What follows belongs to an exercise in optimizing a design on an open flow for small area; a production flow would make more cautious choices.
Function was checked by simulation only, so behaviour that the tests miss may differ from the original.

## flow/design.v (module list and top-level ports; edited modules follow where they fit)
// module cordic_fa: 10 lines
// module cordic_ha: 9 lines
// module cordic_rotator: 4470 lines
module cordic_rotator (
    input  logic       clk,
    input  logic       rst_n,
    input  logic       in_valid,
    input  logic [8:0] in_x,
    input  logic [8:0] in_y,
    input  logic [8:0] in_angle,
    output logic       out_valid,
    output logic [31:0] out_x,
    output logic [31:0] out_y
);
  // ...
==> flow/run.sh <==
#!/bin/bash
# synth_recipe.tcl (not shown) runs the flow's synth.tcl, then flattens the netlist and writes it again
# the make line also repeats each setting of config.mk as NAME=value (left out here)
make -C /OpenROAD-flow-scripts/flow DESIGN_CONFIG=/design/flow/config.mk WORK_HOME=/design/flow/orfs CLKGATE_MAP_FILE= SYNTH_SCRIPT=/design/flow/synth_recipe.tcl finish
==> flow/config.mk <==
export PLATFORM = sky130hd
export DESIGN_NAME = cordic_rotator
export DESIGN_NICKNAME = cordic_rotator
export VERILOG_FILES = /design/flow/design.v
export SDC_FILE = /design/flow/constraint.sdc
export NUM_CORES = 4
export LEC_CHECK = 0
export ABC_AREA = 1
export ABC_CLOCK_PERIOD_IN_PS = 11000
export CAP_MARGIN = 20
export CORE_MARGIN = 2
export CORE_UTILIZATION = 40
export CTS_CLUSTER_DIAMETER = 60
export CTS_CLUSTER_SIZE = 30
export SLEW_MARGIN = 20
export SYNTH_HIERARCHICAL = 1
export SYNTH_MINIMUM_KEEP_SIZE = 0
==> flow/constraint.sdc <==
create_clock -name core_clock -period 11.0 [get_ports {clk}]
set_input_delay 2.2000 -clock core_clock [delete_from_list [all_inputs] [get_ports {clk}]]
set_output_delay 2.2000 -clock core_clock [all_outputs]
set_load 0.01 [all_outputs]
==> qor.txt, run 1 <==
All-Layer GR Usage -> 18.5%
Final Max Slew Viols -> 0
Post-DP Area -> 24,600 um^2
Vias -> 14.4k
tap cells -> 765
outcome -> finished clean
Port-buffer cells -> 94
cell area after synthesis -> 23,200 um^2
max_cap viols -> 0
signal buffers share of area -> 4.80%
post-synthesis cell type count -> 48
Non-Filler Instances -> 2,936
Die W -> 245 um
Vias/cell -> 4.89
dpl cells -> 2,889
CTS buffer count -> 26
design area -> 25,600 um^2
vias in the first global route -> 15.7k
Syn Nets -> 2,728
Worst path slowest cell -> clkdlybuf4s50_1
Residual DRC -> 0
met1 wire length -> 22,900 um
num sequential -> 255
Logic inverters -> 196
kind of critical path -> flop to output port
most common cell after layout, fill and taps aside -> fa_1
hold path depth -> 0
post-CTS sizing -> 0
DRT iter0 DRCs -> 819
post-route ant nets -> 0
Final Util -> 44.5%
dominant cell type by area after synthesis -> fa_1
met1 global-route usage -> 24.0%
Max Fclk -> 0.0946 GHz
hold path startpoint -> p1_n93
slew of the pin with the lowest slew margin -> 1.14 ns
layer with the highest usage -> met2
Area contributors post-synth -> fa_1, dfxtp_1, xnor2_1
multiplexer share of the synthesized area -> 0.0431%
==> inputs of run 2 (changes only) <==
--- a/flow/config.mk
+++ b/flow/config.mk
@@ -10,8 +10,6 @@
 export CAP_MARGIN = 20
 export CORE_MARGIN = 2
 export CORE_UTILIZATION = 40
-export CTS_CLUSTER_DIAMETER = 60
-export CTS_CLUSTER_SIZE = 30
 export SLEW_MARGIN = 20
 export SYNTH_HIERARCHICAL = 1
 export SYNTH_MINIMUM_KEEP_SIZE = 0
==> run 2 against run 1 <==
Still clean on timing, DRC and antenna. Utilization is 0.24 points higher. First-iteration DRC count rose by 1.6%. Sequential share of layout area decreased by 0.11 points. Register-to-register slack hardly changed. Worst setup slack got worse by 0.0044 ns. Routed wire length rose by 0.99%. Critical path depth stayed put. Count of clock-buffer cells in the layout increased by 7. Critical path type unchanged.
==> qor.txt, run 2 <==
outcome -> finished clean
Main synth FF type -> dfxtp_1
hpwl dp -> 45,900 um
Vias -> 14.3k (-0.11%)
max_cap viols -> 0 (unchanged)
H-tree lvl count -> 1
CTS buffer count -> 29 (+12%)
Tmin final -> 10.57 ns
Post-CTS Setup Repair Bufs -> 0
Final Net Count -> 2,756
Area contributors post-synth -> fa_1, dfxtp_1, xnor2_1
dpl cells -> 2,889 (unchanged)
core area -> 57,500 um^2
Cell Chain, Critical Path -> inv_1 -> o21ai_0 -> xor2_1 -> fa_1 -> xnor2_1 -> fa_1 -> fa_1 -> fa_1 -> fa_1 -> fa_1 -> fa_1 -> fa_1 -> fa_1 -> fa_1 -> fa_1 -> fa_1 -> fa_1 -> xnor2_1 -> buf_6 -> o21ai_0 -> xor2_1 -> clkdlybuf4s50_1
worst-skew pair later-pin latency -> 0.56 ns
post-synthesis cell type count -> 48 (unchanged)
number of flip-flops in the largest register -> 4
antenna violations before repair -> 0
filler instances -> 5,337
Tcrit/Tclk final -> 96.1%
EDFF count, synth -> 0
num rows -> 88
dominant cell type by area after synthesis -> fa_1
Clock Path Buffers -> 3
final setup violation count -> 0
Crit path largest cell delay -> 0.55 ns
root buf cell -> clkbuf_16
vias in the first global route -> 15.8k (+0.59%)
synth cell count leaders -> fa_1, dfxtp_1, nand2_1
Clock Skew -> 0.0259 ns
asr flop ratio synth -> 0%
Worst path slowest cell -> clkdlybuf4s50_1
Ports -> 95
Die Footprint -> 59,900 um^2
#FFs+latches synth -> 255
Vias/cell -> 4.87 (-0.35%)
dpl ws -> 0.390 ns
CP bufs+invs -> 3
cell area after synthesis -> 23,200 um^2 (unchanged)
Non-Filler Instances -> 2,943 (+0.24%)
Syn Nets -> 2,728 (unchanged)
slew of the pin with the lowest slew margin -> 1.15 ns (+0.00945 ns)
Antenna Cells -> 0
sequential fraction of the synthesis area -> 22.0%
Avg Inst Size Synth -> 10.9 um^2
Die W -> 245 um (unchanged)
unrepaired setup endpoints after global routing -> false
Max Fclk -> 0.0946 GHz (about the same)
Total Routed Length -> 53,800 um
Final Max Slew Viols -> 0 (unchanged)
largest reg by FF count -> vld
Clock Pin Slew Worst Setup and Hold Paths -> 0.07 ns
count leader, synth -> fa_1
final RePlAce weighted congestion -> 0.932
clk sinks -> 255
grt ovf -> 0
first-pass GRT wire length -> 87,100 um
All-Layer GR Usage -> 18.6% (+0.15 points)
DRT iter0 DRCs -> 832 (+1.6%)
CTS tree -> done
Critical Path RT -> 8.80 ns
crit path max fanout -> 23
most frequent cells in the layout -> fa_1, nand2_1, dfxtp_1, inv_1, xnor2_1
Layout area overhead -> 10.8%
CP endpoint kind -> output port
largest net degree at the start of global routing -> 38
kind of critical path -> flop to output port
Slew headroom -> 23.5%
worst hold slack -> 0.319 ns
Routed wire per std cell -> 18.3 um
Startpoint Class -> flop
share of the synthesized area in the top cell type -> 42.9%
Hold Path Class -> flop to flop
Port-buffer cells -> 94 (unchanged)
DR pass1 iterations -> 5
Post-Synthesis Cells -> 2,128
PnR worst setup slack -> 0.430 ns
most common cell after layout, fill and taps aside -> fa_1
TNS Setup -> 0 ns
share of cells above drive strength 1 -> 5.00%
Final Hold Viols -> 0
CP most frequent cell -> fa_1
post-route ant nets -> 0 (unchanged)
Top delay family on crit path -> adder cells
yosys warns -> 7
critical path arrival -> 8.37 ns
Die Ht -> 245 um
Starting Density -> 40.4%
Residual DRC -> 0 (unchanged)
## run 2: cell counts after synthesis
No cell type changed its count.
## run 2: cell type report
| class | instances | area [um^2] | share of cell area, % |
|---|---|---|---|
| flip-flops and latches | 255 | 5110 | 19.9 |
| well taps | 765 | 957 | 3.72 |
| inverters | 196 | 736 | 2.86 |
| clock buffers | 37 | 806 | 3.13 |
| repair buffers | 132 | 1230 | 4.80 |
| clock inverters | 16 | 224 | 0.871 |
| multi-input cells | 1542 | 16600 | 64.7 |
## run 2: worst register-to-register path, cell delays in order, from the launching register on
cell and delay (ns):
dfxtp_1 0.55, fa_1 0.56, nand2_1 0.10, o21ai_0 0.12, fa_1 0.43, fa_1 0.58
fa_1 0.51, xnor2_1 0.17, fa_1 0.44, fa_1 0.44, fa_1 0.43, fa_1 0.42
fa_1 0.43, fa_1 0.43, fa_1 0.43, fa_1 0.44, fa_1 0.44, fa_1 0.43
fa_1 0.44, fa_1 0.44, fa_1 0.43, fa_1 0.43, fa_1 0.43, fa_1 0.43
fa_1 0.47
## run 2: routing by layer
layer	vias to the layer above	GRT usage (%)	share of wire, %
li1	6714	-	-
met1	7131	24.0	43
met2	397	32.5	49
met3	101	1.91	4.0
met4	0	6.99	4.0
met5	-	0	0
## run 2: kinds of logic after synthesis
group / after synthesis / share of synthesized area (%)
AOI/OAI and AO/OA: 292 / 7.34
xor gates and xnor gates: 264 / 10.1
buffers and inverters: 331 / 6.51
adders and majority gates: 570 / 46.8
muxes: 1 / 0.0431
and+or+nand+nor: 415 / 7.17
DFF: 255 / 22.0
## run 2: per-stage QoR
stage               area (um^2)  util, %
floorplan                 23200        -
global placement          24600     42.8
detailed placement        24600     42.8
CTS                       25600     44.6
global route              25700     44.7
finish                    25700     44.7
## run 2: path summary, 6_finish.rpt
check / startpoint / slack, ns / depth (start not counted) / to
setup / recovery: p4_n1825 / 0.43 / 22 / out_x[5]
hold / removal: p1_n87 / 0.32 / 0 / p2_n87
setup reg to reg: p2_n829 / 0.46 / 24 / p3_n1361
hold reg to reg: p1_n87 / 0.32 / 0 / p2_n87
## run 2: per-module statistics from Yosys, one instance, submodules excluded
module / times used / cells inside / cell area (um^2) / flops+latches
cordic_rotator: 1 / 1588 / 12700 / 255
cordic_fa: 496 / 1 / 20.0 / 0
cordic_ha: 44 / 1 / 12.5 / 0
## run 2: timing repair
action / in CTS / in global routing
resized for setup: 0 / 15
hold buffers: 0 / 0
setup endpoints to repair: 0 / 41
==> inputs of run 3 (changes only) <==
--- a/flow/config.mk
+++ b/flow/config.mk
@@ -10,6 +10,8 @@
 export CAP_MARGIN = 20
 export CORE_MARGIN = 2
 export CORE_UTILIZATION = 40
+export CTS_CLUSTER_DIAMETER = 80
+export CTS_CLUSTER_SIZE = 20
 export SLEW_MARGIN = 20
 export SYNTH_HIERARCHICAL = 1
 export SYNTH_MINIMUM_KEEP_SIZE = 0
==> run 3 against run 2 <==
Clock skew is 0.012 ns lower. Non-clock buffer count is 1 lower. Routed wire length is 0.65% lower. Sequential cell count unchanged. Sequential share of layout area rose by 0.29 points. Synthesized cell count unchanged. Worst hold slack better by 0.0093 ns. Still clean on timing, DRC and antenna. Maximum frequency down 0.24%. Critical endpoint is now p4_n1765. Cell count shrank 0.68%. Highest routed layer unchanged.
==> qor.txt, run 3 <==
area fraction in compound gates after synthesis -> 7.34% (unchanged)
Worst path slowest cell -> dfxtp_2
Post-CTS Setup Repair Bufs -> 0 (unchanged)
Cell Chain, Critical Path -> inv_1 -> fa_1 -> fa_1 -> fa_1 -> fa_1 -> fa_1 -> fa_1 -> fa_1 -> fa_1 -> fa_1 -> fa_1 -> fa_1 -> fa_1 -> fa_1 -> fa_1 -> fa_1 -> fa_1 -> fa_1 -> fa_1 -> fa_1 -> fa_1 -> fa_1 -> fa_1 -> fa_1
share of the synthesized area in the top cell type -> 42.9% (unchanged)
R2R Path End -> p4_n1765
Clock Pin Slew Worst Setup and Hold Paths -> 0.08 ns (about the same)
clk sinks -> 255 (unchanged)
Die Footprint -> 59,900 um^2 (unchanged)
most common cell after layout, fill and taps aside -> fa_1
CTS tree -> done
synth cell count leaders -> fa_1, dfxtp_1, nand2_1
Tcrit/Tclk final -> 96.3% (+0.23 points)
dpl cells -> 2,889 (unchanged)
Crit path largest cell delay -> 0.49 ns (-0.06 ns)
CP Launch Point -> p3_n183
largest family of logic cells by synthesized area -> adder cells
slew of the pin with the lowest slew margin -> 1.13 ns (-0.0149 ns)
post-synthesis cell type count -> 48 (unchanged)
Main synth FF type -> dfxtp_1
r2r worst-path depth -> 24 (unchanged)
Vias/cell -> 4.89 (+0.31%)
share of cells above drive strength 1 -> 3.94% (-1.1 points)
Syn Nets -> 2,728 (unchanged)
#FFs+latches synth -> 255 (unchanged)
Post-Synthesis Cells -> 2,128 (unchanged)
CTS buffer count -> 20 (-31%)
dpl ws -> 0.390 ns (unchanged)
dominant cell type by area after synthesis -> fa_1
Avg Inst Size Synth -> 10.9 um^2 (unchanged)
Startpoint Class -> flop
Clock Skew -> 0.0137 ns (-0.0122 ns)
Residual DRC -> 0 (unchanged)
number of flip-flops in the largest register -> 4 (unchanged)
Non-Filler Instances -> 2,923 (-0.68%)
count leader, synth -> fa_1
CP endpoint kind -> flop
Ports -> 95 (unchanged)
kind of critical path -> flop to flop
Critical Path RT -> 11.40 ns (+2.60 ns)
hpwl dp -> 45,900 um (unchanged)
Slew headroom -> 24.5% (+0.99 points)
core area -> 57,500 um^2 (unchanged)
largest net degree at the start of global routing -> 38 (unchanged)
simple-gate share of the synthesized area -> 7.17% (unchanged)
cell area after synthesis -> 23,200 um^2 (unchanged)
H-tree lvl count -> 1 (unchanged)
Port-buffer cells -> 94 (unchanged)
yosys warns -> 7 (unchanged)
crit path max fanout -> 10 (-57%)
Tmin final -> 10.60 ns (+0.0257 ns)
CP most frequent cell -> fa_1
worst hold slack -> 0.329 ns (+0.00926 ns)
max_cap viols -> 0 (unchanged)
Reg2Reg Setup Slack -> 0.40 ns (-0.06 ns)
outcome -> finished clean
Final Max Slew Viols -> 0 (unchanged)
sequential fraction of the synthesis area -> 22.0% (unchanged)
filler instances -> 5,391 (+1.0%)
post-route ant nets -> 0 (unchanged)
r2r startpoint -> p3_n183
multiplexer share of the synthesized area -> 0.0431% (unchanged)
first-pass GRT wire length -> 86,900 um (-0.29%)
most frequent cells in the layout -> fa_1, nand2_1, dfxtp_1, inv_1
final setup violation count -> 0 (unchanged)
Clock Path Buffers -> 3 (unchanged)
All-Layer GR Usage -> 18.5% (-0.094 points)
Starting Density -> 40.4% (unchanged)
Final Hold Viols -> 0 (unchanged)
Final Net Count -> 2,746 (-0.36%)
hold buffers post-CTS -> 0 (unchanged)
Die W -> 245 um (unchanged)
Vias -> 14.3k (-0.37%)
critical path arrival -> 11.00 ns (+2.63 ns)
final RePlAce weighted congestion -> 0.932 (unchanged)
PnR worst setup slack -> 0.404 ns (-0.0257 ns)
xor/xnor cell area share of the yosys netlist -> 10.1% (unchanged)
worst-skew pair later-pin latency -> 0.53 ns (-0.03 ns)
Hold Path Class -> flop to flop
Adder-Cell Fraction of Synth Area -> 46.8% (unchanged)
DR pass1 iterations -> 5 (unchanged)
Layout area overhead -> 9.19%
num rows -> 88 (unchanged)
root buf cell -> clkbuf_16
design area -> 25,300 um^2 (-1.4%)
Area contributors post-synth -> fa_1, dfxtp_1, xnor2_1
Post-DP Area -> 24,600 um^2 (unchanged)
EDFF count, synth -> 0 (unchanged)
Routed wire per std cell -> 18.3 um (about the same)
Total Routed Length -> 53,400 um (-0.65%)
DRT iter0 DRCs -> 879 (+5.6%)
Die Ht -> 245 um (unchanged)
Max Fclk -> 0.0944 GHz (-0.24%)
vias in the first global route -> 15.6k (-0.94%)
grt ovf -> 0 (unchanged)
Worst Setup EP -> p4_n1765
asr flop ratio synth -> 0% (unchanged)
largest reg by FF count -> vld
antenna violations before repair -> 0 (unchanged)
run 3: per-layer routing:
layer  vias up  part of all wire [%]  global-route usage (%)  wire (um)
li1       6687                     -                       -          -
met1      7147                    43                    24.1      23100
met2       381                    50                    33.0      26800
met3        75                   3.7                    1.72       1960
met4         0                   3.0                    5.31       1610
met5         -                     0                       0          0
run 3: layout make-up:
cell class | instances | area [um^2] | area share (%)
Sequential cell | 255 | 5110 | 20.2
Multi-Input combinational cell | 1542 | 16600 | 65.6
Inverter | 196 | 736 | 2.90
Timing Repair Buffer | 131 | 1230 | 4.84
Clock buffer | 23 | 533 | 2.10
Clock inverter | 10 | 149 | 0.588
Tap cell | 765 | 957 | 3.78
Antenna cell | 1 | 2.50 | 0.00988
run 3: timing repair:
item                                   CTS  global route
resized for setup                        0             9
setup endpoints to repair                0            40
endpoints found under the hold margin    0             0
run 3: worst min-delay path by stage:
stage | startpoint | end | depth (start not counted)
detailed placement | p2_n184 | p3_n184 | 0
floorplan | p1_n87 | p2_n87 | 0
finish | p2_n184 | p3_n184 | 0
global route | p2_n187 | p3_n187 | 0
global placement | p2_n187 | p3_n187 | 0
CTS | p2_n184 | p3_n184 | 0
run 3: critical path, delay by kind of cell (launching register included):
| family | cells | cell delay, ns |
|---|---|---|
| buf+inv | 1 | 0.14 |
| fa+ha+maj | 23 | 9.83 |
| flops | 1 | 0.49 |
run 3: through the flow:
| stage | TNS, ns | utilization, % |
|---|---|---|
| after floorplan | 0 | - |
| after global placement | 0 | 42.8 |
| after detailed placement | 0 | 42.8 |
| after CTS | 0 | 44.0 |
| after global routing | -0.000789 | 44.1 |
| final | 0 | 44.1 |
run 3: cell families after synthesis:
kind of cell	after synthesis
fa+ha+maj	570
simple gates	415
buf+inv	331
compound gates	292
xor+xnor	264
flops	255
mux	1
run 3: modules after synthesis (local to each module, per instance):
module          flip-flops and latches  copies in the design
cordic_fa                            0                   496
cordic_ha                            0                    44
cordic_rotator                     255                     1

## static timing again, ports no longer ideal
How much do the figures lean on ideal ports? The routed layouts below were timed once more, with nothing changed but the port constraints.
Step 1 assumes that a clkbuf_16 drives the clock port and a buf_2 every other input.
Step 2 adds t to the input delays and takes it off the output delays; t is the mean of the earliest and latest rising clock arrival at the registers after step 1. Input paths then give back, and output paths get back, about the clock's delay inside the block.
Three values: ideal ports, drivers, drivers and shift; two values: the first two.
run	t (ns)	slack for setup (ns)	cell pins on the clock port's net
run 1	0.605	0.434 / 0.378 / 0.468	1
run 2	0.607	0.430 / 0.375 / 0.462	1
run 3	0.583	0.404 / 0.360 / 0.404	1
After both steps every run listed still meets setup and hold.
